Source: an optimization exercise on an open RTL-to-GDS flow (aim: small area, a short achievable clock period and few clock cycles per item). Production flows keep margins and buffers that such runs may drop.
Where RTL was checked, it was by simulation tests only, not by an equivalence proof against the original.
The RTL of runs 1 to 3 was laid out without a check of its function.
Power figures rest on the tool's default switching activity, not on a simulated workload.

## flow/design.v

```verilog
`default_nettype none
package rau_pkg;
    localparam int OPERAND_WIDTH_DEF = 16;
    localparam int ACTION_WIDTH = 3;
    localparam logic [ACTION_WIDTH-1:0] ACT_ADD = 3'd0;
    localparam logic [ACTION_WIDTH-1:0] ACT_SUB = 3'd1;
    localparam logic [ACTION_WIDTH-1:0] ACT_MUL = 3'd2;
    localparam logic [ACTION_WIDTH-1:0] ACT_DIV = 3'd3;
    localparam logic [ACTION_WIDTH-1:0] ACT_INC = 3'd4;
    localparam logic [ACTION_WIDTH-1:0] ACT_DEC = 3'd5;
endpackage
`default_nettype wire
`default_nettype none
import rau_pkg::*;
module rational_arithmetic_unit #(
    parameter int OPERAND_WIDTH = rau_pkg::OPERAND_WIDTH_DEF
) (
    input  wire logic                       aclk,
    input  wire logic                       aresetn,
    input  wire logic                       s_valid,
    output logic                            s_ready,
    input  wire logic [rau_pkg::ACTION_WIDTH-1:0] s_action,
    input  wire logic signed [OPERAND_WIDTH-1:0] s_first_numerator,
    input  wire logic signed [OPERAND_WIDTH-1:0] s_first_denominator,
    input  wire logic signed [OPERAND_WIDTH-1:0] s_second_numerator,
    input  wire logic signed [OPERAND_WIDTH-1:0] s_second_denominator,
    output logic                            m_valid,
    input  wire logic                       m_ready,
    output logic signed [2*OPERAND_WIDTH:0] m_result_numerator,
    output logic signed [2*OPERAND_WIDTH:0] m_result_denominator,
    output logic                            m_zero_over_zero
);
    localparam int OW = OPERAND_WIDTH;    
    localparam int NW = 2 * OW + 1;       
    localparam int DW = 2 * OW;           
    localparam int PW = OW + 4;           
    localparam int QW = OW + 3;           
    localparam int K  = 3;                
    typedef enum logic [1:0] {F_IDLE, F_MUL, F_DONE} fst_t;
    fst_t fst_reg;
    logic [2:0] cnt_reg;
    logic       fund_reg;                 
    logic       fsub_reg;                 
    logic signed [OW-1:0] fn1_reg, fd1_reg;
    logic [OW-1:0] mb_reg, mf_reg, mc_reg;    
    logic          pb_reg, pf_reg, pc_reg;    
    logic signed [PW-1:0] accn_reg;
    logic signed [QW-1:0] accd_reg;
    logic          take;                      
    function automatic logic signed [OW+1:0] bpp(input logic [2:0] t, input logic signed [OW-1:0] a);
        logic signed [OW+1:0] ae;
        ae = {{2{a[OW-1]}}, a};
        case (t)
            3'b001, 3'b010: bpp = ae;
            3'b011:         bpp = ae <<< 1;
            3'b100:         bpp = -(ae <<< 1);
            3'b101, 3'b110: bpp = -ae;
            default:        bpp = '0;
        endcase
    endfunction
    logic signed [OW+1:0] ppb, ppf, ppc;
    logic signed [PW-1:0] sumn;
    logic signed [QW-1:0] sumd;
    assign ppb  = bpp({mb_reg[1:0], pb_reg}, fn1_reg);
    assign ppf  = bpp({mf_reg[1:0], pf_reg}, fd1_reg);
    assign ppc  = bpp({mc_reg[1:0], pc_reg}, fd1_reg);
    assign sumn = fsub_reg ? accn_reg + PW'(ppb) - PW'(ppf) : accn_reg + PW'(ppb) + PW'(ppf);
    assign sumd = accd_reg + QW'(ppc);
    logic signed [NW-1:0] fnum;
    logic signed [DW-1:0] fden;
    assign fnum = {accn_reg[OW:0], mb_reg};
    assign fden = {accd_reg[OW-1:0], mc_reg};
    assign s_ready = (fst_reg == F_IDLE);
    always_ff @(posedge aclk) begin
        if (!aresetn) begin
            fst_reg <= F_IDLE;
        end else begin
            case (fst_reg)
                F_IDLE: if (s_valid) fst_reg <= (s_action[2] && s_action[1]) ? F_DONE : F_MUL;
                F_MUL:  if (cnt_reg == 3'd7) fst_reg <= F_DONE;
                F_DONE: if (take) fst_reg <= F_IDLE;
                default: fst_reg <= F_IDLE;
            endcase
        end
        if (fst_reg == F_IDLE) begin
            fn1_reg  <= s_first_numerator;
            fd1_reg  <= s_first_denominator;
            fund_reg <= s_action[2] && s_action[1];
            fsub_reg <= s_action[0];
            case (s_action)
                ACT_ADD, ACT_SUB: begin
                    mb_reg <= s_second_denominator; mf_reg <= s_second_numerator;
                    mc_reg <= s_second_denominator;
                end
                ACT_MUL: begin
                    mb_reg <= s_second_numerator; mf_reg <= '0; mc_reg <= s_second_denominator;
                end
                ACT_DIV: begin
                    mb_reg <= s_second_denominator; mf_reg <= '0; mc_reg <= s_second_numerator;
                end
                default: begin
                    mb_reg <= OW'(1); mf_reg <= OW'(1); mc_reg <= OW'(1);
                end
            endcase
            pb_reg <= 1'b0; pf_reg <= 1'b0; pc_reg <= 1'b0;
            accn_reg <= '0; accd_reg <= '0;
            cnt_reg <= '0;
        end else if (fst_reg == F_MUL) begin
            accn_reg <= sumn >>> 2;
            accd_reg <= sumd >>> 2;
            mb_reg <= {sumn[1:0], mb_reg[OW-1:2]};
            mc_reg <= {sumd[1:0], mc_reg[OW-1:2]};
            mf_reg <= {2'b00, mf_reg[OW-1:2]};
            pb_reg <= mb_reg[1]; pf_reg <= mf_reg[1]; pc_reg <= mc_reg[1];
            cnt_reg <= cnt_reg + 3'd1;
        end
    end
    typedef enum logic [1:0] {C_IDLE, C_PRE, C_RUN} cst_t;
    cst_t cst_reg;
    logic [NW-1:0] x_reg, x_next;         
    logic [DW-1:0] y_reg, y_next;         
    logic [NW-1:0] cx1_reg, cx1_next, cy1_reg, cy1_next;
    logic [DW-1:0] cx2_reg, cx2_next, cy2_reg, cy2_next;
    logic zoz_reg, zoz_next, und_reg, und_next;
    cst_t cst_next;
    function automatic logic [1:0] tzk(input logic [K:0] v);
        tzk = K[1:0];
        for (int i = K - 1; i >= 1; i = i - 1)
            if (v[i]) tzk = i[1:0];
    endfunction
    logic          pre;
    logic [NW-1:0] dxy, dyx;
    logic          ge, xe;
    logic [DW-1:0] v;
    logic [1:0]    s;
    logic [NW-1:0] c1;
    logic [DW-1:0] c2;
    assign pre = (cst_reg == C_PRE);
    assign dxy = {1'b0, pre ? DW'(0) : x_reg[DW-1:0]} - {1'b0, y_reg};
    assign dyx = {1'b0, pre ? DW'(0) : y_reg} - {1'b0, x_reg[DW-1:0]};
    assign ge  = !dxy[NW-1];
    assign xe  = !x_reg[0];
    assign v   = xe ? x_reg[DW-1:0] : (ge ? dxy[DW-1:0] : dyx[DW-1:0]);
    assign s   = tzk(xe ? x_reg[K:0] : dxy[K:0]);
    assign c1  = (xe || ge) ? cx1_reg : cy1_reg;
    assign c2  = (xe || ge) ? cx2_reg : cy2_reg;
    logic [DW-1:0] ax, ay;
    logic          nzx, nzy, swap, both_even;
    logic [1:0]    sp;
    logic [NW-1:0] sn;
    logic [DW-1:0] sd;
    assign ax  = x_reg[NW-1] ? dyx[DW-1:0] : x_reg[DW-1:0];
    assign ay  = y_reg[DW-1] ? dxy[DW-1:0] : y_reg;
    assign nzx = x_reg != '0;
    assign nzy = y_reg != '0;
    assign swap = !y_reg[0] && nzx;
    assign both_even = !x_reg[0] && !y_reg[0] && nzx && nzy;
    assign sp  = tzk(x_reg[K:0] | y_reg[K:0]);
    assign sn  = x_reg[NW-1] ? '1 : NW'(1);
    assign sd  = y_reg[DW-1] ? '1 : DW'(1);
    logic done;
    assign done = (cst_reg == C_RUN) && (x_reg == '0);
    assign take = (fst_reg == F_DONE) && ((cst_reg == C_IDLE) || (done && m_ready));
    assign m_valid = done;
    always_comb begin
        cst_next = cst_reg;
        x_next = x_reg; y_next = y_reg;
        cx1_next = cx1_reg; cx2_next = cx2_reg; cy1_next = cy1_reg; cy2_next = cy2_reg;
        zoz_next = zoz_reg; und_next = und_reg;
        case (cst_reg)
            C_IDLE: ;
            C_PRE: begin
                if (und_reg) begin
                    zoz_next = 1'b0;
                    x_next = '0; cy1_next = '0; cy2_next = '0;
                    cst_next = C_RUN;
                end else if (both_even) begin
                    x_next = NW'($signed(x_reg) >>> sp);
                    y_next = DW'($signed(y_reg) >>> sp);
                end else begin
                    cst_next = C_RUN;
                    zoz_next = 1'b0;
                    if (!nzx && !nzy) begin
                        zoz_next = 1'b1;
                        x_next = '0; cy1_next = '0; cy2_next = '0;
                    end else if (!swap) begin
                        x_next = NW'(ax); y_next = ay;
                        cx1_next = sn; cx2_next = '0; cy1_next = '0; cy2_next = sd;
                    end else begin
                        x_next = NW'(ay); y_next = ax;
                        cx1_next = '0; cx2_next = sd; cy1_next = sn; cy2_next = '0;
                    end
                end
            end
            C_RUN: begin
                if (x_reg == '0) begin
                    if (m_ready) cst_next = C_IDLE;
                end else begin
                    x_next = NW'(v >> s);
                    if (!xe && !ge) y_next = x_reg[DW-1:0];
                    cx1_next = c1 << s;
                    cx2_next = c2 << s;
                    if (!xe) begin
                        cy1_next = cx1_reg + cy1_reg;
                        cy2_next = cx2_reg + cy2_reg;
                    end
                end
            end
            default: cst_next = C_IDLE;
        endcase
        if (take) begin
            x_next = fnum; y_next = fden; und_next = fund_reg;
            cst_next = C_PRE;
        end
    end
    always_ff @(posedge aclk) begin
        if (!aresetn) cst_reg <= C_IDLE;
        else          cst_reg <= cst_next;
        x_reg <= x_next; y_reg <= y_next;
        cx1_reg <= cx1_next; cx2_reg <= cx2_next; cy1_reg <= cy1_next; cy2_reg <= cy2_next;
        zoz_reg <= zoz_next; und_reg <= und_next;
    end
    assign m_result_numerator   = cy1_reg;
    assign m_result_denominator = NW'($signed(cy2_reg));
    assign m_zero_over_zero     = zoz_reg;
endmodule
`default_nettype wire
```

## flow/run.sh

```bash
#!/bin/bash
# synth_recipe.tcl (not shown) runs the flow's synth.tcl, then flattens the netlist and writes it again
# the make line also repeats each setting of config.mk as NAME=value (left out here)
make -C /OpenROAD-flow-scripts/flow DESIGN_CONFIG=/design/flow/config.mk WORK_HOME=/design/flow/orfs CLKGATE_MAP_FILE= SYNTH_SCRIPT=/design/flow/synth_recipe.tcl finish
```

## flow/config.mk

```make
export PLATFORM = sky130hd
export DESIGN_NAME = rational_arithmetic_unit
export DESIGN_NICKNAME = rational_arithmetic_unit
export VERILOG_FILES = /design/flow/design.v
export SDC_FILE = /design/flow/constraint.sdc
export NUM_CORES = 4
export LEC_CHECK = 0
export CAP_MARGIN = 20
export CORE_MARGIN = 2
export CORE_UTILIZATION = 40
export SLEW_MARGIN = 20
```

## flow/constraint.sdc

```tcl
create_clock -name core_clock -period 10.0 [get_ports {aclk}]
set_input_delay 2.0000 -clock core_clock [delete_from_list [all_inputs] [get_ports {aclk}]]
set_output_delay 2.0000 -clock core_clock [all_outputs]
set_load 0.01 [all_outputs]
```

==> flow_metrics.tcl, run 1 <==
set metrics [dict create \
    grt_pass1_vias 29060 \
    drive_gt1_frac 0.06215 \
    min_period_ns 6.324 \
    synth-edff-count 279 \
    dpl.hpwl_um 76400 \
    drc 0 \
    synth_area_mm2 0.03183 \
    synth_top_area_share 0.2632 \
    cp.required_ns 10.47 \
    yosys-top-cells-count "nand2_1, nor2_1, a21oi_1" \
    fmax_mhz 158.1 \
    path_class "flop to flop" \
    die_h_um 286.1 \
    period_share 0.6324 \
    yosysUniqueCellTypes 92 \
    clock-sinks 324 \
    synth_seq_cells 324 \
    rsz0062_at_grt "false" \
    ys_seq_area_frac 0.2915 \
    grt_max_degree 89 \
    synth_largest_area_cell "edfxtp_1" \
    leakagePower_nw 14.03 \
    vdd_ir_drop_max_uv 119.3 \
    grt_overflow 0 \
    synth-compound-area-share 0.2529 \
    post_cts_buffers 0 \
    vias 30960 \
    port_buffers 139 \
    clock_latency_ns 0.59 \
    hold_viol 0 \
    maxCapViolCount 0 \
    detail_route.first_pass.iterations 6 \
    drtIter0Drc 3349 \
    synth_flop_cell "edfxtp_1" \
    clock_skew_ns 0.01674 \
    status "no timing/DRC/antenna violations" \
    wl_um 109600 \
    antenna_found_initial 2 \
    core.rowCount 103 \
    dieArea_mm2 0.08184 \
    synthSimpleGateAreaFrac 0.1983 \
    synth_mux_area_frac 0.07139 \
    io-pin-count 140 \
    diodes 0 \
    cp.arrival_ns 6.80 \
    yosys.area_share.adder 0.07870 \
    die_x_um 286.1 \
    p_per_area_mw_per_mm2 216.3 \
    holdCritPathClass "flop to flop" \
    end_kind "flop" \
    via_per_inst 6.162 \
    synth_xor_xnor_area_share 0.05641 \
    synth-async-reset-ratio 0 \
    core_mm2 0.07887 \
    ctsResizeCount 0 \
    syn_nets 4252 \
    area_growth_pct 11.10 \
    ys_warn_count 1 \
    maxSlewViolCount 0 \
    h-tree-depth 2 \
    final_cells 5024 \
    synthTopCellsByArea "edfxtp_1, ha_1, nand2_1, mux2i_1, a21oi_1" \
    synthCells 3985 \
    worst_slew_pin_slew_ns 1.218 \
    crit_path_max_fanout 6 \
    nNetsFinal 4209 \
    gp_congestion 0.9301 \
    crit_path_start_kind "flop" \
    setup-tns-final_ns 0 \
    clk_pin_slew_ns 0.06 \
    holdBufCountCts 0 \
    setup_viol 0 \
    grt_first_pass_wirelength_um 170600 \
    synth_top_family_by_area "compound AO/OA/AOI/OAI gates" \
    wl_per_cell_um 21.82 \
    fill_cells 7948 \
    cts_tree "done" \
    postRouteAntennaNets 0 \
    clock_path_buffers 3 \
    synth_area_per_cell_um2 7.987 \
    synth.most_common_cell "nand2_1" \
    start_util 0.4036 \
    gr-usage-all-layers 0.2597 \
    slew_headroom 0.1854 \
    cts_root_buf "clkbuf_16" \
    cts_buffers 41 \
    dp.cells 4949 \
]
-- kinds of logic (layout without fill, tap and decap cells) --
group | Yosys count | count (layout)
xor+xnor | 205 | 205
simple gates | 1411 | 1411
compound gates | 1216 | 1216
mux | 217 | 217
flops | 324 | 324
buf+inv | 416 | 405
fa+ha+maj | 196 | 196
-- per-stage QoR --
step / power [mW] / area [um^2] / hold slack (ns) / setup WS [ns] / utilization
after floorplan: 4.926 / 31830 / 0.4003 / 2.741 / -
after global placement: 6.006 / 33990 / 0.4021 / 3.786 / 0.4309
after detailed placement: 6.027 / 34000 / 0.4062 / 3.770 / 0.4311
after CTS: 7.606 / 35360 / 0.4242 / 3.696 / 0.4483
after global routing: 8.150 / 35360 / 0.4465 / 3.158 / 0.4483
final: 7.650 / 35360 / 0.4248 / 3.676 / 0.4483
-- where the power goes --
group,total (mW),internal (mW),switching [mW],leakage [nW]
clock network,1.55,0.923,0.629,0.664
logic,4.09,1.62,2.48,10.3
registers,2.00,1.73,0.269,3.10
total,7.65,4.28,3.37,14.0
-- layout make-up --
type                            instances  area [um^2]  area share
Inverter                              133        500.5     0.01415
Clock buffer                           62         1187     0.03358
Clock inverter                         13        173.9    0.004918
Tap cell                             1050         1314     0.03715
Sequential cell                       324         9280      0.2624
Multi-Input combinational cell       3245        21080      0.5960
Timing Repair Buffer                  197         1831     0.05177
-- critical path: stages, from the launching register on --
cell and delay (ns):
edfxtp_1 0.41, inv_1 0.09, ha_1 0.20, or3b_2 0.49, or3_1 0.39, or3_1 0.39
nor3_1 0.26, nor2_1 0.09, xor2_1 0.16, a221oi_1 0.30, a31oi_1 0.08, ha_1 0.40
nand3_1 0.08, a2111oi_0 0.49, or3_1 0.20, a21oi_1 0.07, xnor2_1 0.13, ha_1 0.24
or3_1 0.31, a211o_1 0.24, a31oi_1 0.27, nor2b_1 0.09, o21a_1 0.21, o41ai_1 0.32
xnor2_1 0.10, a22o_1 0.20
-- placed cells by master, fill, tap and decap left out, types with 13 or more instances in the layout --
cell / instances
a21o_1: 73
or3_1: 30
mux2_2: 70
o211ai_1: 61
buf_4: 57
a221o_1: 18
ha_1: 187
a2111oi_0: 22
and3_1: 23
mux2i_1: 146
nor3_1: 58
o31ai_1: 21
clkdlybuf4s50_1: 139
a21oi_1: 276
nor2b_1: 34
nor2_1: 330
a211o_1: 22
inv_1: 125
o41ai_1: 13
nand3_1: 167
a31oi_1: 45
o221ai_1: 22
o21ai_0: 273
nand4_1: 17
o22ai_1: 42
a22o_1: 36
nand2b_1: 49
edfxtp_1: 279
and2_1: 22
clkbuf_1: 15
xnor2_1: 121
xor2_1: 84
a221oi_1: 47
a211oi_1: 65
o21a_1: 27
clkbuf_16: 43
a22oi_1: 15
dfxtp_1: 44
nand2_1: 598
nor4_1: 26
-- per-layer routing --
layer / part of all wire / global-route usage / up-vias
met5: 0.00024 / 0 / -
met4: 0.043 / 0.1062 / 4
met3: 0.077 / 0.03900 / 268
met2: 0.44 / 0.4081 / 1267
met1: 0.44 / 0.3562 / 14720
li1: - / - / 14700
-- final timing paths --
kind	startpoint	to	slack, ns	cells after the start
max	fn1_reg[1]	accn_reg[17]	3.68	25
min	fund_reg	und_reg	0.42	0
max reg2reg	fn1_reg[1]	accn_reg[17]	3.68	25
min reg2reg	fund_reg	und_reg	0.42	0
==> run 2: changes to the inputs <==
--- a/flow/config.mk
+++ b/flow/config.mk
@@ -5,7 +5,9 @@
 export SDC_FILE = /design/flow/constraint.sdc
 export NUM_CORES = 4
 export LEC_CHECK = 0
+export ABC_CLOCK_PERIOD_IN_PS = 4000
 export CAP_MARGIN = 20
 export CORE_MARGIN = 2
 export CORE_UTILIZATION = 40
+export SETUP_SLACK_MARGIN = 5
 export SLEW_MARGIN = 20
==> run 2 against run 1 <==
Effect of this change:
- sequential power about the same
- largest cell class unchanged
- global-route usage down 0.13 points
- critical path depth down 2
- combinational power up 5.4%
- synthesized area unchanged
- wire length up 0.84%
==> flow_metrics.tcl, run 2 <==
set metrics [dict create \
    status "no timing/DRC/antenna violations" \
    finalWorstSetupSlack_ns 4.601 \
    io-pin-count 140 \
    nNetsFinal 4253 \
    grt_max_degree 80 \
    ys_seq_area_frac 0.2915 \
    gp_congestion 0.9786 \
    synth_area_mm2 0.03183 \
    vdd_ir_drop_max_uv 117.6 \
    crit_path_max_fanout 5 \
    crit_slowest_cell "edfxtp_1" \
    fmax_mhz 185.2 \
    antenna_found_initial 3 \
    worst_slew_pin_slew_ns 1.087 \
    dieArea_mm2 0.08184 \
    p_per_area_mw_per_mm2 219.7 \
    cts_buffers 43 \
    dpl.hpwl_um 78080 \
    yosys-top-cells-count "nand2_1, nor2_1, a21oi_1" \
    synth.most_common_cell "nand2_1" \
    path_class "flop to flop" \
    slew_headroom 0.2732 \
    clock_latency_ns 0.59 \
    synth_largest_area_cell "edfxtp_1" \
    min_period_ns 5.399 \
    rsz0062_at_grt "true" \
    clock_skew_ns 0.02171 \
    wl_um 110500 \
    drtIter0Drc 3267 \
    synth-async-reset-ratio 0 \
    start_util 0.4036 \
    clk_pin_slew_ns 0.06 \
    synthTopCellsByArea "edfxtp_1, ha_1, nand2_1, mux2i_1, a21oi_1" \
    die_h_um 286.1 \
    grt_overflow 0 \
    clock_path_buffers 3 \
    min_to "cnt_reg[2]" \
    hold_viol 0 \
    cts_tree "done" \
    syn_nets 4252 \
    synthCells 3985 \
    fin_util 0.4604 \
    vias 31100 \
    core_mm2 0.07887 \
    worstHoldStart "cnt_reg[2]" \
    postRouteAntennaNets 0 \
    mostFrequentLayoutCell "nand2_1" \
    diodes 0 \
    synth_seq_cells 324 \
    core.rowCount 103 \
    drive_gt1_frac 0.09080 \
    area_growth_pct 14.09 \
    yosysUniqueCellTypes 92 \
    r2r_end "accn_reg[15]" \
    worstRegToRegCells 23 \
    leakagePower_nw 14.40 \
    synth_area_per_cell_um2 7.987 \
    drc 0 \
    clock-sinks 324 \
    crit_path_start_kind "flop" \
    cp.arrival_ns 5.87 \
    holdCritPathClass "flop to flop" \
    critPathTopFamily "simple AND/OR/NAND/NOR gates" \
    gr-usage-all-layers 0.2584 \
    setup_viol 0 \
    maxCapViolCount 0 \
    wl_per_cell_um 21.80 \
    setup-tns-final_ns 0 \
    holdBufCountCts 0 \
    ys_warn_count 1 \
    h-tree-depth 2 \
    grt_first_pass_wirelength_um 168200 \
    cp_slowest_stage_delay_ns 0.41 \
    path_cells "inv_2 -> ha_4 -> or3b_4 -> or3_4 -> or3_4 -> nor3_4 -> buf_4 -> buf_4 -> xnor2_1 -> a221o_1 -> ha_1 -> nor2_1 -> a211oi_2 -> a21oi_1 -> xnor2_1 -> ha_2 -> or3_1 -> a211o_1 -> a31oi_4 -> nor2b_1 -> o21a_1 -> or3_1 -> a32o_1" \
    place_ws_ns 4.027 \
    synth-edff-count 279 \
    synth_top_area_share 0.2632 \
    die_x_um 286.1 \
    cts_root_buf "clkbuf_16" \
    maxSlewViolCount 0 \
    holdPathStages 2 \
    period_share 0.5399 \
    cp.required_ns 10.47 \
    cp_num_buf_inv 3 \
    detail_route.first_pass.iterations 6 \
    r2r_slack_ns 4.60 \
    via_per_inst 6.134 \
    r2r-start "fn1_reg[0]" \
    finalPower_mw 7.979 \
    startpoint "fn1_reg[0]" \
    synth_flop_cell "edfxtp_1" \
    end_kind "flop" \
    port_buffers 139 \
    grt_pass1_vias 28780 \
    mostFrequentLayoutCells "nand2_1, nor2_1, edfxtp_1" \
]
[run 2: layout make-up]
cell class | instances | area (um^2)
tap | 1050 | 1314
clock inverter | 31 | 359.1
fill | 7806 | 42560
inverter | 133 | 505.5
timing repair buffer | 239 | 2231
multi-input combinational | 3245 | 21510
sequential | 324 | 9280
clock buffer | 48 | 1116
[run 2: cells by family (layout without fill, tap and decap cells)]
group | after synthesis | after routing | synth area share
AND/OR/NAND/NOR | 1411 | 1411 | 0.1983
AO/OA/AOI/OAI | 1216 | 1216 | 0.2529
buffers and inverters | 416 | 451 | 0.05079
flip-flops | 324 | 324 | 0.2915
multiplexers | 217 | 217 | 0.07139
XOR/XNOR | 205 | 205 | 0.05641
adder cells (fa/ha/maj) | 196 | 196 | 0.07870
[run 2: where the power goes]
group	total [mW]	switching (mW)	internal [mW]	leakage (nW)
clock	1.65	0.658	0.989	0.716
sequential	2.02	0.285	1.73	3.10
combinational	4.31	2.57	1.74	10.6
total	7.98	3.51	4.47	14.4
[run 2: worst register-to-register path: stages, from the launching register on]
cell      delay [ns]
edfxtp_1        0.41
inv_2           0.10
ha_4            0.13
or3b_4          0.37
or3_4           0.35
or3_4           0.37
nor3_4          0.14
buf_4           0.13
buf_4           0.09
xnor2_1         0.05
a221o_1         0.37
ha_1            0.39
nor2_1          0.09
a211oi_2        0.21
a21oi_1         0.13
xnor2_1         0.15
ha_2            0.21
or3_1           0.35
a211o_1         0.27
a31oi_4         0.15
nor2b_1         0.06
o21a_1          0.20
or3_1           0.31
a32o_1          0.25
[run 2: worst max-delay path by stage]
| stage | to | slack, ns | depth (start not counted) |
|---|---|---|---|
| after detailed placement | accn_reg[17] | 4.03 | 22 |
| after global routing | accn_reg[15] | 4.34 | 24 |
| final | accn_reg[15] | 4.60 | 23 |
| after floorplan | accn_reg[17] | 4.72 | 25 |
| after CTS | accn_reg[15] | 4.57 | 24 |
| after global placement | accn_reg[17] | 4.05 | 22 |
[run 2: stage by stage]
stage               instances  instance area, um^2  hold WS (ns)
floorplan                3985                31920        0.4003
global placement         4949                34070        0.4496
detailed placement       4950                34090        0.4597
CTS                      5050                35910        0.4702
global route             5070                36310        0.5190
finish                   5070                36310        0.4662
[run 2: per-layer routing]
layer	GRT usage	vias to the layer above	share of wire
li1	-	14790	-
met2	0.4044	1321	0.44
met5	0	-	0.00012
met1	0.3495	14690	0.43
met4	0.1149	2	0.050
met3	0.04338	300	0.079
[run 2: repair_timing]
item,CTS,global route
endpoints found under the setup margin,127,86
cloned,0,1
buffers inserted,21,19
pin swaps,17,22
resized for setup,41,49
==> run 3: changes to the inputs <==
--- a/flow/design.v
+++ b/flow/design.v
@@ -47,25 +47,30 @@
     logic signed [PW-1:0] accn_reg;
     logic signed [QW-1:0] accd_reg;
     logic          take;                      
-    function automatic logic signed [OW+1:0] bpp(input logic [2:0] t, input logic signed [OW-1:0] a);
-        logic signed [OW+1:0] ae;
-        ae = {{2{a[OW-1]}}, a};
-        case (t)
-            3'b001, 3'b010: bpp = ae;
-            3'b011:         bpp = ae <<< 1;
-            3'b100:         bpp = -(ae <<< 1);
-            3'b101, 3'b110: bpp = -ae;
-            default:        bpp = '0;
-        endcase
+    function automatic logic [OW+1:0] bpp(input logic [2:0] t, input logic neg_in,
+                                          input logic signed [OW-1:0] a);
+        logic [OW+1:0] ae, mag;
+        logic neg;
+        ae  = {{2{a[OW-1]}}, a};
+        mag = (t == 3'b011 || t == 3'b100) ? (ae << 1) : (t[1] ^ t[0]) ? ae : '0;
+        neg = (t[2] && !(t[1] && t[0])) ^ neg_in;
+        bpp = neg ? ~mag : mag;
     endfunction
-    logic signed [OW+1:0] ppb, ppf, ppc;
+    function automatic logic bneg(input logic [2:0] t, input logic neg_in);
+        bneg = (t[2] && !(t[1] && t[0])) ^ neg_in;
+    endfunction
+    logic [OW+1:0] ppb, ppf, ppc;
+    logic          ngb, ngf, ngc;
     logic signed [PW-1:0] sumn;
     logic signed [QW-1:0] sumd;
-    assign ppb  = bpp({mb_reg[1:0], pb_reg}, fn1_reg);
-    assign ppf  = bpp({mf_reg[1:0], pf_reg}, fd1_reg);
-    assign ppc  = bpp({mc_reg[1:0], pc_reg}, fd1_reg);
-    assign sumn = fsub_reg ? accn_reg + PW'(ppb) - PW'(ppf) : accn_reg + PW'(ppb) + PW'(ppf);
-    assign sumd = accd_reg + QW'(ppc);
+    assign ppb  = bpp({mb_reg[1:0], pb_reg}, 1'b0, fn1_reg);
+    assign ppf  = bpp({mf_reg[1:0], pf_reg}, fsub_reg, fd1_reg);
+    assign ppc  = bpp({mc_reg[1:0], pc_reg}, 1'b0, fd1_reg);
+    assign ngb  = bneg({mb_reg[1:0], pb_reg}, 1'b0);
+    assign ngf  = bneg({mf_reg[1:0], pf_reg}, fsub_reg);
+    assign ngc  = bneg({mc_reg[1:0], pc_reg}, 1'b0);
+    assign sumn = accn_reg + PW'($signed(ppb)) + PW'($signed(ppf)) + PW'(ngb) + PW'(ngf);
+    assign sumd = accd_reg + QW'($signed(ppc)) + QW'(ngc);
     logic signed [NW-1:0] fnum;
     logic signed [DW-1:0] fden;
     assign fnum = {accn_reg[OW:0], mb_reg};
@@ -160,8 +165,9 @@
     assign sd  = y_reg[DW-1] ? '1 : DW'(1);
     logic done;
     assign done = (cst_reg == C_RUN) && (x_reg == '0);
-    assign take = (fst_reg == F_DONE) && ((cst_reg == C_IDLE) || (done && m_ready));
-    assign m_valid = done;
+    logic pend_reg;
+    assign take = (fst_reg == F_DONE) && ((cst_reg == C_IDLE) || done);
+    assign m_valid = done || pend_reg;
     always_comb begin
         cst_next = cst_reg;
         x_next = x_reg; y_next = y_reg;
@@ -170,7 +176,8 @@
         case (cst_reg)
             C_IDLE: ;
             C_PRE: begin
-                if (und_reg) begin
+                if (pend_reg) begin
+                end else if (und_reg) begin
                     zoz_next = 1'b0;
                     x_next = '0; cy1_next = '0; cy2_next = '0;
                     cst_next = C_RUN;
@@ -193,17 +200,14 @@
                 end
             end
             C_RUN: begin
-                if (x_reg == '0) begin
-                    if (m_ready) cst_next = C_IDLE;
-                end else begin
-                    x_next = NW'(v >> s);
-                    if (!xe && !ge) y_next = x_reg[DW-1:0];
-                    cx1_next = c1 << s;
-                    cx2_next = c2 << s;
-                    if (!xe) begin
-                        cy1_next = cx1_reg + cy1_reg;
-                        cy2_next = cx2_reg + cy2_reg;
-                    end
+                if (done && m_ready) cst_next = C_IDLE;
+                x_next = NW'(v >> s);
+                if (!xe && !ge) y_next = x_reg[DW-1:0];
+                cx1_next = c1 << s;
+                cx2_next = c2 << s;
+                if (!xe) begin
+                    cy1_next = cx1_reg + cy1_reg;
+                    cy2_next = cx2_reg + cy2_reg;
                 end
             end
             default: cst_next = C_IDLE;
@@ -214,8 +218,13 @@
         end
     end
     always_ff @(posedge aclk) begin
-        if (!aresetn) cst_reg <= C_IDLE;
-        else          cst_reg <= cst_next;
+        if (!aresetn) begin
+            cst_reg  <= C_IDLE;
+            pend_reg <= 1'b0;
+        end else begin
+            cst_reg  <= cst_next;
+            pend_reg <= m_valid && !m_ready;
+        end
         x_reg <= x_next; y_reg <= y_next;
         cx1_reg <= cx1_next; cx2_reg <= cx2_next; cy1_reg <= cy1_next; cy2_reg <= cy2_next;
         zoz_reg <= zoz_next; und_reg <= und_next;
==> run 3 against run 2 <==
Effect of this change:
- total power is 34% lower
- count of clock-buffer cells in the layout up 3
- die area shrank 6.4%
- worst setup slack improved by 0.42 ns
- design area shrank 7.9%
- global-route usage down 1.1 points
- core utilization shrank 0.88 points
- worst hold slack got worse by 0.011 ns
- first-iteration DRC count down 19%
- critical path depth is 18 lower
- clock power is 8% lower
==> flow_metrics.tcl, run 3 <==
set metrics [dict create \
    core_mm2 0.07407 \
    period_share 0.4983 \
    yosysUniqueCellTypes 95 \
    grt_max_degree 110 \
    finalPower_mw 5.247 \
    grt_overflow 0 \
    detail_route.first_pass.iterations 6 \
    wl_per_cell_um 21.17 \
    cp.arrival_ns 2.98 \
    ys_seq_area_frac 0.3123 \
    drive_gt1_frac 0.06787 \
    maxSlewViolCount 0 \
    cp.required_ns 8.00 \
    status "no timing/DRC/antenna violations" \
    drc 0 \
    port_buffers 139 \
    ys_warn_count 1 \
    vdd_ir_drop_max_uv 123.5 \
    hold_viol 0 \
    cts_root_buf "clkbuf_16" \
    core.rowCount 100 \
    gr-usage-all-layers 0.2469 \
    grt_first_pass_wirelength_um 152100 \
    h-tree-depth 2 \
    yosys-top-cells-count "nor2_1, nand2_1, o21ai_0" \
    postRouteAntennaNets 0 \
    clock_path_buffers 3 \
    die_x_um 276.8 \
    clk_pin_slew_ns 0.07 \
    clock_latency_ns 0.57 \
    wl_um 98190 \
    synth.most_common_cell "nor2_1" \
    synthCells 3640 \
    path_class "flop to primary output" \
    mostFrequentLayoutCell "nor2_1" \
    rsz0062_at_grt "true" \
    fin_util 0.4516 \
    maxCapViolCount 0 \
    setup_viol 0 \
    via_per_inst 6.002 \
    fmax_mhz 200.7 \
    holdCritPathClass "flop to flop" \
    slew_headroom 0.3032 \
    synthTopCellsByArea "edfxtp_1, ha_1, o21ai_0, a21oi_1, nor2_1" \
    diodes 0 \
    mostFrequentLayoutCells "nor2_1, nand2_1, o21ai_0" \
    drtIter0Drc 2647 \
    synth_largest_area_cell "edfxtp_1" \
    gp_congestion 0.9290 \
    synth_top_area_share 0.2814 \
    holdBufCountCts 0 \
    synth-edff-count 279 \
    synth-async-reset-ratio 0 \
    cts_tree "done" \
    io-pin-count 140 \
    area_growth_pct 12.35 \
    synth_area_mm2 0.02977 \
    p_per_area_mw_per_mm2 156.9 \
    antenna_found_initial 0 \
    end_kind "primary output" \
    synth_seq_cells 325 \
    start_util 0.4020 \
    synth_area_per_cell_um2 8.180 \
    min_period_ns 4.983 \
    dieArea_mm2 0.07663 \
    crit_path_max_fanout 8 \
    cts_buffers 42 \
    clock_skew_ns 0.01820 \
    setup-tns-final_ns 0 \
    leakagePower_nw 13.24 \
    vias 27840 \
    grt_pass1_vias 25940 \
    synth_flop_cell "edfxtp_1" \
    clock-sinks 325 \
    dpl.hpwl_um 69260 \
    crit_path_start_kind "flop" \
    syn_nets 3910 \
    die_h_um 276.8 \
    nNetsFinal 3906 \
    worst_slew_pin_slew_ns 1.043 \
]
run 3: cells by family after synthesis:
| group | synth area share |
|---|---|
| xor+xnor | 0.05497 |
| simple gates | 0.1743 |
| compound gates | 0.2470 |
| flops | 0.3123 |
| buf+inv | 0.05001 |
| fa+ha+maj | 0.08942 |
| mux | 0.07198 |
run 3: worst max-delay path, stage by stage (launching register included):
cell	delay, ns
edfxtp_1	0.56
nor4_1	0.53
nand3_1	0.22
nor3_4	0.32
a21o_1	0.23
clkdlybuf4s50_1	0.56
run 3: through the flow:
stage,cell area [um^2],worst slack (ns),hold WS [ns],cells
6_report,33450,5.017,0.4554,4638
5_1_grt,33450,4.906,0.4841,4638
4_1_cts,33330,4.823,0.4598,4635
3_5_place_dp,31920,4.465,0.4444,4556
3_3_place_gp,31900,4.616,0.4456,4555
2_1_floorplan,29790,5.110,0.4003,3640
run 3: path summary, 6_finish.rpt:
kind         cells past startpoint       from  slack [ns]           to
max reg2reg                     11  x_reg[16]        5.12  cx2_reg[22]
max                              5  x_reg[16]        5.02      m_valid
min reg2reg                      0   fund_reg        0.46      und_reg
min                              0   fund_reg        0.46      und_reg
run 3: what timing repair did:
action                                  4_1_cts  5_1_grt
endpoints found under the setup margin       90      112
pin swaps                                     1        0
buffers inserted                              2        2
resized for setup                            15       21
run 3: area by class of cell:
class,instances,area [um^2]
clock buffer,51,1116
clock inverter,26,222.7
fill,7391,40620
inverter,153,574.3
multi-input combinational,2926,19170
sequential,325,9301
tap,969,1212
timing repair buffer,188,1852
run 3: layer usage:
| metal | global-route usage | vias up | share of wire |
|---|---|---|---|
| li1 | - | 13340 | - |
| met4 | 0.09629 | 0 | 0.042 |
| met5 | 0 | - | 0 |
| met3 | 0.03299 | 208 | 0.071 |
| met2 | 0.3969 | 1096 | 0.45 |
| met1 | 0.3367 | 13190 | 0.44 |
run 3: power by group:
group          total [mW]  switching, mW  internal (mW)  leakage [nW]
combinational        1.99           1.15          0.840          9.50
clock                1.52          0.648          0.876         0.654
sequential           1.74          0.143           1.59          3.09
==> run 4: changes to the inputs <==
--- a/flow/design.v
+++ b/flow/design.v
@@ -69,8 +69,8 @@
     assign ngb  = bneg({mb_reg[1:0], pb_reg}, 1'b0);
     assign ngf  = bneg({mf_reg[1:0], pf_reg}, fsub_reg);
     assign ngc  = bneg({mc_reg[1:0], pc_reg}, 1'b0);
-    assign sumn = accn_reg + PW'($signed(ppb)) + PW'($signed(ppf)) + PW'(ngb) + PW'(ngf);
-    assign sumd = accd_reg + QW'($signed(ppc)) + QW'(ngc);
+    assign sumn = accn_reg + {{(PW-OW-2){ppb[OW+1]}}, ppb} + {{(PW-OW-2){ppf[OW+1]}}, ppf} + PW'(ngb) + PW'(ngf);
+    assign sumd = accd_reg + {{(QW-OW-2){ppc[OW+1]}}, ppc} + QW'(ngc);
     logic signed [NW-1:0] fnum;
     logic signed [DW-1:0] fden;
     assign fnum = {accn_reg[OW:0], mb_reg};
@@ -149,6 +149,10 @@
     assign s   = tzk(xe ? x_reg[K:0] : dxy[K:0]);
     assign c1  = (xe || ge) ? cx1_reg : cy1_reg;
     assign c2  = (xe || ge) ? cx2_reg : cy2_reg;
+    logic signed [NW-1:0] num_s;
+    logic signed [DW-1:0] den_s;
+    assign num_s = x_reg;
+    assign den_s = y_reg;
     logic [DW-1:0] ax, ay;
     logic          nzx, nzy, swap, both_even;
     logic [1:0]    sp;
@@ -182,8 +186,8 @@
                     x_next = '0; cy1_next = '0; cy2_next = '0;
                     cst_next = C_RUN;
                 end else if (both_even) begin
-                    x_next = NW'($signed(x_reg) >>> sp);
-                    y_next = DW'($signed(y_reg) >>> sp);
+                    x_next = num_s >>> sp;
+                    y_next = den_s >>> sp;
                 end else begin
                     cst_next = C_RUN;
                     zoz_next = 1'b0;
@@ -230,7 +234,7 @@
         zoz_reg <= zoz_next; und_reg <= und_next;
     end
     assign m_result_numerator   = cy1_reg;
-    assign m_result_denominator = NW'($signed(cy2_reg));
+    assign m_result_denominator = {cy2_reg[DW-1], cy2_reg};
     assign m_zero_over_zero     = zoz_reg;
 endmodule
 `default_nettype wire
==> flow/flow/run.sh (new file) <==
#!/bin/bash
set -e
export SETUP_SLACK_MARGIN=6.5
bash standard.sh > standard.log 2>&1
==> flow/standard.sh (new file) <==
#!/bin/bash
# synth_recipe.tcl (not shown) runs the flow's synth.tcl, then flattens the netlist and writes it again
# the make line also repeats each setting of config.mk as NAME=value (left out here)
make -C /OpenROAD-flow-scripts/flow DESIGN_CONFIG=/design/flow/config.mk WORK_HOME=/design/flow/orfs CLKGATE_MAP_FILE= SYNTH_SCRIPT=/design/flow/synth_recipe.tcl "${@:-finish}"
--- a/flow/config.mk
+++ b/flow/config.mk
@@ -5,9 +5,8 @@
 export SDC_FILE = /design/flow/constraint.sdc
 export NUM_CORES = 4
 export LEC_CHECK = 0
-export ABC_CLOCK_PERIOD_IN_PS = 4000
+export ABC_CLOCK_PERIOD_IN_PS = 3500
 export CAP_MARGIN = 20
 export CORE_MARGIN = 2
 export CORE_UTILIZATION = 40
-export SETUP_SLACK_MARGIN = 5
 export SLEW_MARGIN = 20
removed: flow/run.sh
==> run 4 against run 3 <==
Effect of this change:
- cell count rose by 9.1%
- combinational power increased by 55%
- synthesized area stayed put
- first-iteration DRC count is 27% higher
- clock skew up 0.00054 ns
- sequential cell count stayed put
==> flow_metrics.tcl, run 4 <==
set metrics [dict create \
    status "no timing/DRC/antenna violations" \
    detail_route.first_pass.iterations 8 \
    dpl_cell_area_mm2 0.03208 \
    hold_viol 0 \
    worstRegToRegCells 19 \
    slew_headroom 0.2418 \
    maxCapViolCount 0 \
    ys_warn_count 1 \
    wl_per_cell_um 23.35 \
    area_growth_pct 40.80 \
    final_cells 5062 \
    synth_flop_cell "edfxtp_1" \
    syn_nets 3910 \
    worst_slew_pin_slew_ns 1.135 \
    start_util 0.4020 \
    wl_um 118200 \
    antenna_found_initial 0 \
    synth.most_common_cell "nor2_1" \
    vias 31240 \
    nNetsFinal 4333 \
    synth_area_per_cell_um2 8.180 \
    postRouteAntennaNets 0 \
    yosysUniqueCellTypes 95 \
    synthCells 3640 \
    io-pin-count 140 \
    drc 0 \
    drtIter0Drc 3349 \
    path_class "flop to primary output" \
    diodes 0 \
    clock_latency_ns 0.59 \
    synthTopCellsByArea "edfxtp_1, ha_1, o21ai_0, a21oi_1, nor2_1" \
    synth-async-reset-ratio 0 \
    cts_tree "done" \
    clock_skew_ns 0.01874 \
    dp.cells 4551 \
    synth_seq_cells 325 \
    mostFrequentLayoutCells "nor2_1, nand2_1, buf_4" \
    h-tree-depth 2 \
    clock_path_buffers 3 \
    mostFrequentLayoutCell "nor2_1" \
    die_x_um 276.8 \
    vdd_ir_drop_max_uv 171.1 \
    grt_max_degree 111 \
    grt_pass1_vias 28940 \
    crit_path_max_fanout 2 \
    grt_first_pass_wirelength_um 171500 \
    end_kind "primary output" \
    period_share 0.4339 \
    via_per_inst 6.172 \
    port_buffers 139 \
    gp_congestion 0.9326 \
    whs_ns 0.4662 \
    synth_top_area_share 0.2814 \
    synth-edff-count 279 \
    min_period_ns 4.339 \
    core.rowCount 100 \
    gr-usage-all-layers 0.2830 \
    crit_path_start_kind "flop" \
    yosys-top-cells-count "nor2_1, nand2_1, o21ai_0" \
    synth_largest_area_cell "edfxtp_1" \
    multiInputGateArea_mm2 0.02287 \
    grt_overflow 0 \
    synth_area_mm2 0.02977 \
    holdCritPathClass "flop to flop" \
    clk_pin_slew_ns 0.06 \
    cts_root_buf "clkbuf_16" \
    clock-sinks 325 \
    cts_buffers 42 \
    final_cell_area_mm2 0.04192 \
    cp.required_ns 8.00 \
    dieArea_mm2 0.07663 \
    drive_gt1_frac 0.2854 \
    core_mm2 0.07407 \
    holdPathStages 2 \
    dpl.hpwl_um 67600 \
    fmax_mhz 230.4 \
    fill_cells 6393 \
    ys_seq_area_frac 0.3123 \
    setup-tns-final_ns 0 \
    rsz0062_at_grt "true" \
    setup_viol 0 \
    leakagePower_nw 17.18 \
    regArea_mm2 0.009315 \
    p_per_area_mw_per_mm2 151.4 \
    maxSlewViolCount 0 \
    die_h_um 276.8 \
    finalPower_mw 6.347 \
    cp.arrival_ns 2.34 \
]
run 4: worst max-delay path: stages (launching register included):
cell      delay (ns)
edfxtp_1        0.46
nor4_4          0.44
nand2_1         0.16
nor3_4          0.28
a21o_1          0.25
buf_2           0.16
run 4: what timing repair did:
| item | 4_1_cts | 5_1_grt |
|---|---|---|
| hold endpoints to repair | 0 | 0 |
| cloned | 44 | 6 |
| endpoints found under the setup margin | 506 | 350 |
| gates resized for setup | 733 | 350 |
| pin swaps | 194 | 235 |
| buffers inserted | 259 | 128 |
| hold buffers | 0 | 0 |
run 4: where the power goes:
group          switching [mW]  internal [mW]  total (mW)
Combinational            1.60           1.48        3.08
Sequential              0.134           1.59        1.73
Clock                   0.643          0.896        1.54
Total                    2.37           3.97        6.35
run 4: metrics by stage:
stage	setup WS, ns	utilization
after floorplan	5.818	-
after global placement	4.344	0.4331
after detailed placement	4.329	0.4331
after CTS	5.630	0.5294
after global routing	5.598	0.5660
final	5.661	0.5660
run 4: metal layers:
layer / routed length [um] / part of all wire / global-route usage
met3: 11410 / 0.097 / 0.04986
met4: 6908 / 0.058 / 0.1380
met2: 53240 / 0.45 / 0.4482
met1: 46620 / 0.39 / 0.3732
met5: 0 / 0 / 0
run 4: worst paths after layout:
kind                start      endpoint  slack (ns)
max             x_reg[15]       m_valid        5.66
min          accd_reg[16]  accd_reg[16]        0.47
max reg2reg     mb_reg[0]  accn_reg[16]        5.77
min reg2reg  accd_reg[16]  accd_reg[16]        0.47
run 4: logic make-up after synthesis:
family	Yosys count	share of synthesized area
AO/OA/AOI/OAI	1165	0.2470
AND/OR/NAND/NOR	1172	0.1743
adder cells (fa/ha/maj)	199	0.08942
multiplexers	204	0.07198
buffers and inverters	389	0.05001
flip-flops	325	0.3123
XOR/XNOR	186	0.05497
run 4: cell type report:
cell class | instances | share of cell area
clock buffer | 56 | 0.02779
clock inverter | 18 | 0.004387
inverter | 153 | 0.01442
multi-input combinational | 2933 | 0.5456
sequential | 325 | 0.2222
tap | 969 | 0.02892
timing repair buffer | 606 | 0.1564
timing repair inverter | 2 | 0.0002388
Testbench counts of run 4, summed over its fixed seeds: cycles 28,806, items 1,500.
==> run 5: changes to the inputs <==
==> flow/run.sh (new file) <==
#!/bin/bash
# synth_recipe.tcl (not shown) runs the flow's synth.tcl, then flattens the netlist and writes it again
# the make line also repeats each setting of config.mk as NAME=value (left out here)
make -C /OpenROAD-flow-scripts/flow DESIGN_CONFIG=/design/flow/config.mk WORK_HOME=/design/flow/orfs CLKGATE_MAP_FILE= SYNTH_SCRIPT=/design/flow/synth_recipe.tcl finish
--- a/flow/config.mk
+++ b/flow/config.mk
@@ -5,8 +5,9 @@
 export SDC_FILE = /design/flow/constraint.sdc
 export NUM_CORES = 4
 export LEC_CHECK = 0
-export ABC_CLOCK_PERIOD_IN_PS = 3500
+export ABC_CLOCK_PERIOD_IN_PS = 4000
 export CAP_MARGIN = 20
 export CORE_MARGIN = 2
 export CORE_UTILIZATION = 40
+export SETUP_SLACK_MARGIN = 5
 export SLEW_MARGIN = 20
removed: flow/flow/run.sh
removed: flow/standard.sh
==> run 5 against run 4 <==
Effect of this change:
- highest routed layer is now met5
- clock skew rose by 0.0029 ns
- design area fell by 20%
- count of clock-buffer cells in the layout fell by 6
- critical path type unchanged
- fmax fell by 13%
- sequential power barely moved
- clock power rose by 4%
- critical endpoint unchanged
- worst hold slack got worse by 0.0022 ns
- still clean on timing, DRC and antenna
- largest power group unchanged
- synthesized cell count did not move
==> flow_metrics.tcl, run 5 <==
set metrics [dict create \
    drc 0 \
    grt_pass1_vias 26040 \
    grt_max_degree 110 \
    cp.arrival_ns 3.01 \
    multiInputGateArea_mm2 0.01918 \
    synthTopCellsByArea "edfxtp_1, ha_1, o21ai_0, a21oi_1, nor2_1" \
    core.rowCount 100 \
    finalPower_mw 5.323 \
    start_util 0.4020 \
    postRouteAntennaNets 0 \
    setup-tns-final_ns 0 \
    yosys-top-cells-count "nor2_1, nand2_1, o21ai_0" \
    setup_viol 0 \
    syn_nets 3910 \
    combPwrFrac 0.374 \
    mostFrequentLayoutCell "nor2_1" \
    rsz0062_at_grt "true" \
    p_per_area_mw_per_mm2 158.7 \
    core_mm2 0.07407 \
    cts_tree "done" \
    place_ws_ns 4.470 \
    dpl.hpwl_um 69000 \
    synthCells 3640 \
    period_share 0.5012 \
    regArea_mm2 0.009305 \
    power_frac_seq 0.326 \
    finalWorstSetupSlack_ns 4.988 \
    antenna_found_initial 1 \
    cp_slowest_stage_delay_ns 0.62 \
    gr-usage-all-layers 0.2472 \
    gp_congestion 0.9277 \
    r2r_slack_ns 5.16 \
    port_buffers 139 \
    drive_gt1_frac 0.06890 \
    path_class "flop to primary output" \
    synth_largest_area_cell "edfxtp_1" \
    clock_latency_ns 0.59 \
    dieArea_mm2 0.07663 \
    status "no timing/DRC/antenna violations" \
    cts_root_buf "clkbuf_16" \
    fin_util 0.4529 \
    diodes 0 \
    synth_seq_cells 325 \
    synth-async-reset-ratio 0 \
    clk_pin_slew_ns 0.06 \
    final_cells 4641 \
    fill_cells 7328 \
    wl_um 98250 \
    leakagePower_nw 13.29 \
    end_kind "primary output" \
    clock_path_buffers 3 \
    maxSlewViolCount 0 \
    swShare 0.3661 \
    path_cells "nor4_1 -> nand4_1 -> nor3_4 -> a21o_1 -> clkdlybuf4s50_1" \
    vdd_ir_drop_max_uv 135.2 \
    die_h_um 276.8 \
    maxCapViolCount 0 \
    synth_top_area_share 0.2814 \
    min_period_ns 5.012 \
    yosysUniqueCellTypes 95 \
    detail_route.first_pass.iterations 8 \
    crit_slowest_cell "nor4_1" \
    holdCritPathClass "flop to flop" \
    synth_area_per_cell_um2 8.180 \
    h-tree-depth 2 \
    nNetsFinal 3907 \
    hold_viol 0 \
    vias 27820 \
    grt_overflow 0 \
    worst_slew_pin_slew_ns 1.067 \
    ys_warn_count 1 \
    fmax_mhz 199.5 \
    area_growth_pct 12.67 \
    holdBufCountCts 0 \
    cts_buffers 43 \
    crit_path_max_fanout 7 \
    drtIter0Drc 2830 \
    synth_flop_cell "edfxtp_1" \
    die_x_um 276.8 \
    synth_area_mm2 0.02977 \
    internal_power_mw 3.374 \
    clock_power_share 0.300 \
    ys_seq_area_frac 0.3123 \
    mostFrequentLayoutCells "nor2_1, nand2_1, o21ai_0" \
    synth.most_common_cell "nor2_1" \
    wl_per_cell_um 21.17 \
    synth-edff-count 279 \
    clock-sinks 325 \
    cp.required_ns 8.00 \
    clock_skew_ns 0.02166 \
    via_per_inst 5.993 \
    power_switching_mw 1.949 \
    grt_first_pass_wirelength_um 152300 \
    io-pin-count 140 \
    crit_path_start_kind "flop" \
    slew_headroom 0.2857 \
    dp.cells 4554 \
]
==> run 5: logic make-up (layout without fill, tap and decap cells) <==
family | after synthesis | in the layout | synth area share
mux | 204 | 204 | 0.07198
simple gates | 1172 | 1172 | 0.1743
xor+xnor | 186 | 186 | 0.05497
buf+inv | 389 | 421 | 0.05001
compound gates | 1165 | 1165 | 0.2470
flops | 325 | 325 | 0.3123
fa+ha+maj | 199 | 199 | 0.08942
==> run 5: area by class of cell <==
cell class	count	area share
inverters	153	0.01712
well taps	969	0.03614
clock inverters	30	0.008541
flip-flops and latches	325	0.2774
clock buffers	50	0.03379
repair buffers	188	0.05520
multi-input cells	2926	0.5718
==> run 5: critical path: cells and delay by family (launching register included) <==
kind | cells | cell delay, ns
DFF | 1 | 0.51
and+or+nand+nor | 3 | 1.14
buffers and inverters | 1 | 0.56
AOI/OAI and AO/OA | 1 | 0.23
==> run 5: layer usage <==
| metal | GRT usage | share of wire | up-vias |
|---|---|---|---|
| met2 | 0.3918 | 0.45 | 1020 |
| li1 | - | - | 13360 |
| met1 | 0.3368 | 0.44 | 13210 |
| met5 | 0 | 0.00023 | - |
| met4 | 0.1086 | 0.046 | 2 |
| met3 | 0.03299 | 0.065 | 222 |
==> run 5: final timing paths <==
path / endpoint / start / cells past startpoint
setup reg to reg: cx2_reg[12] / x_reg[8] / 11
hold / removal: cnt_reg[2] / cnt_reg[2] / 2
hold reg to reg: cnt_reg[2] / cnt_reg[2] / 2
setup / recovery: m_valid / x_reg[8] / 5
==> run 5: power by group through the flow <==
stage | logic [mW] | registers (mW) | clock network (mW)
global placement | 1.93 | 1.76 | 0
global route | 2.19 | 1.74 | 1.67
CTS | 1.96 | 1.73 | 1.62
detailed placement | 1.94 | 1.76 | 0
finish | 1.99 | 1.73 | 1.60
floorplan | 1.53 | 1.67 | 0
==> run 5: what timing repair did <==
item / 4_1_cts / 5_1_grt
endpoints found under the setup margin: 88 / 96
gates cloned: 0 / 1
buffers inserted: 2 / 4
resized for setup: 17 / 18
pin swaps: 1 / 0
==> run 5: per-stage QoR <==
stage	instance area, um^2	hold slack, ns
after floorplan	29790	0.4003
after global placement	31890	0.4451
after detailed placement	31890	0.4439
after CTS	33400	0.4637
after global routing	33550	0.4911
final	33550	0.4641

## re-timing with driven ports
The flow's constraints put no driver on any port. The routed layouts listed below were extracted and timed again, unchanged, in two steps. Step 1 assumes that a clkbuf_16 drives the clock port and a buf_2 every other input. Step 2 moves the port delays by t, midway between the first and last clock arrival at a register: inputs arrive t later, outputs are due t later. That takes back most of the time a late clock gives input paths. a / b / c = ideal / step 1 / step 2; a / b = the first two.
| run | t (ns) | setup WS [ns] | worst register clock-pin slew, ns |
|---|---|---|---|
| run 1 | 0.645 | 3.676 / 3.676 / 3.676 | 0.06 / 0.06 |
| run 2 | 0.640 | 4.601 / 4.601 / 4.601 | 0.06 / 0.06 |
| run 3 | 0.629 | 5.017 / 4.953 / 5.123 | 0.07 / 0.07 |
| run 4 | 0.655 | 5.661 / 5.590 / 5.770 | 0.07 / 0.07 |
| run 5 | 0.643 | 4.988 / 4.922 / 5.156 | 0.07 / 0.07 |
After both steps every run listed still meets setup and hold.
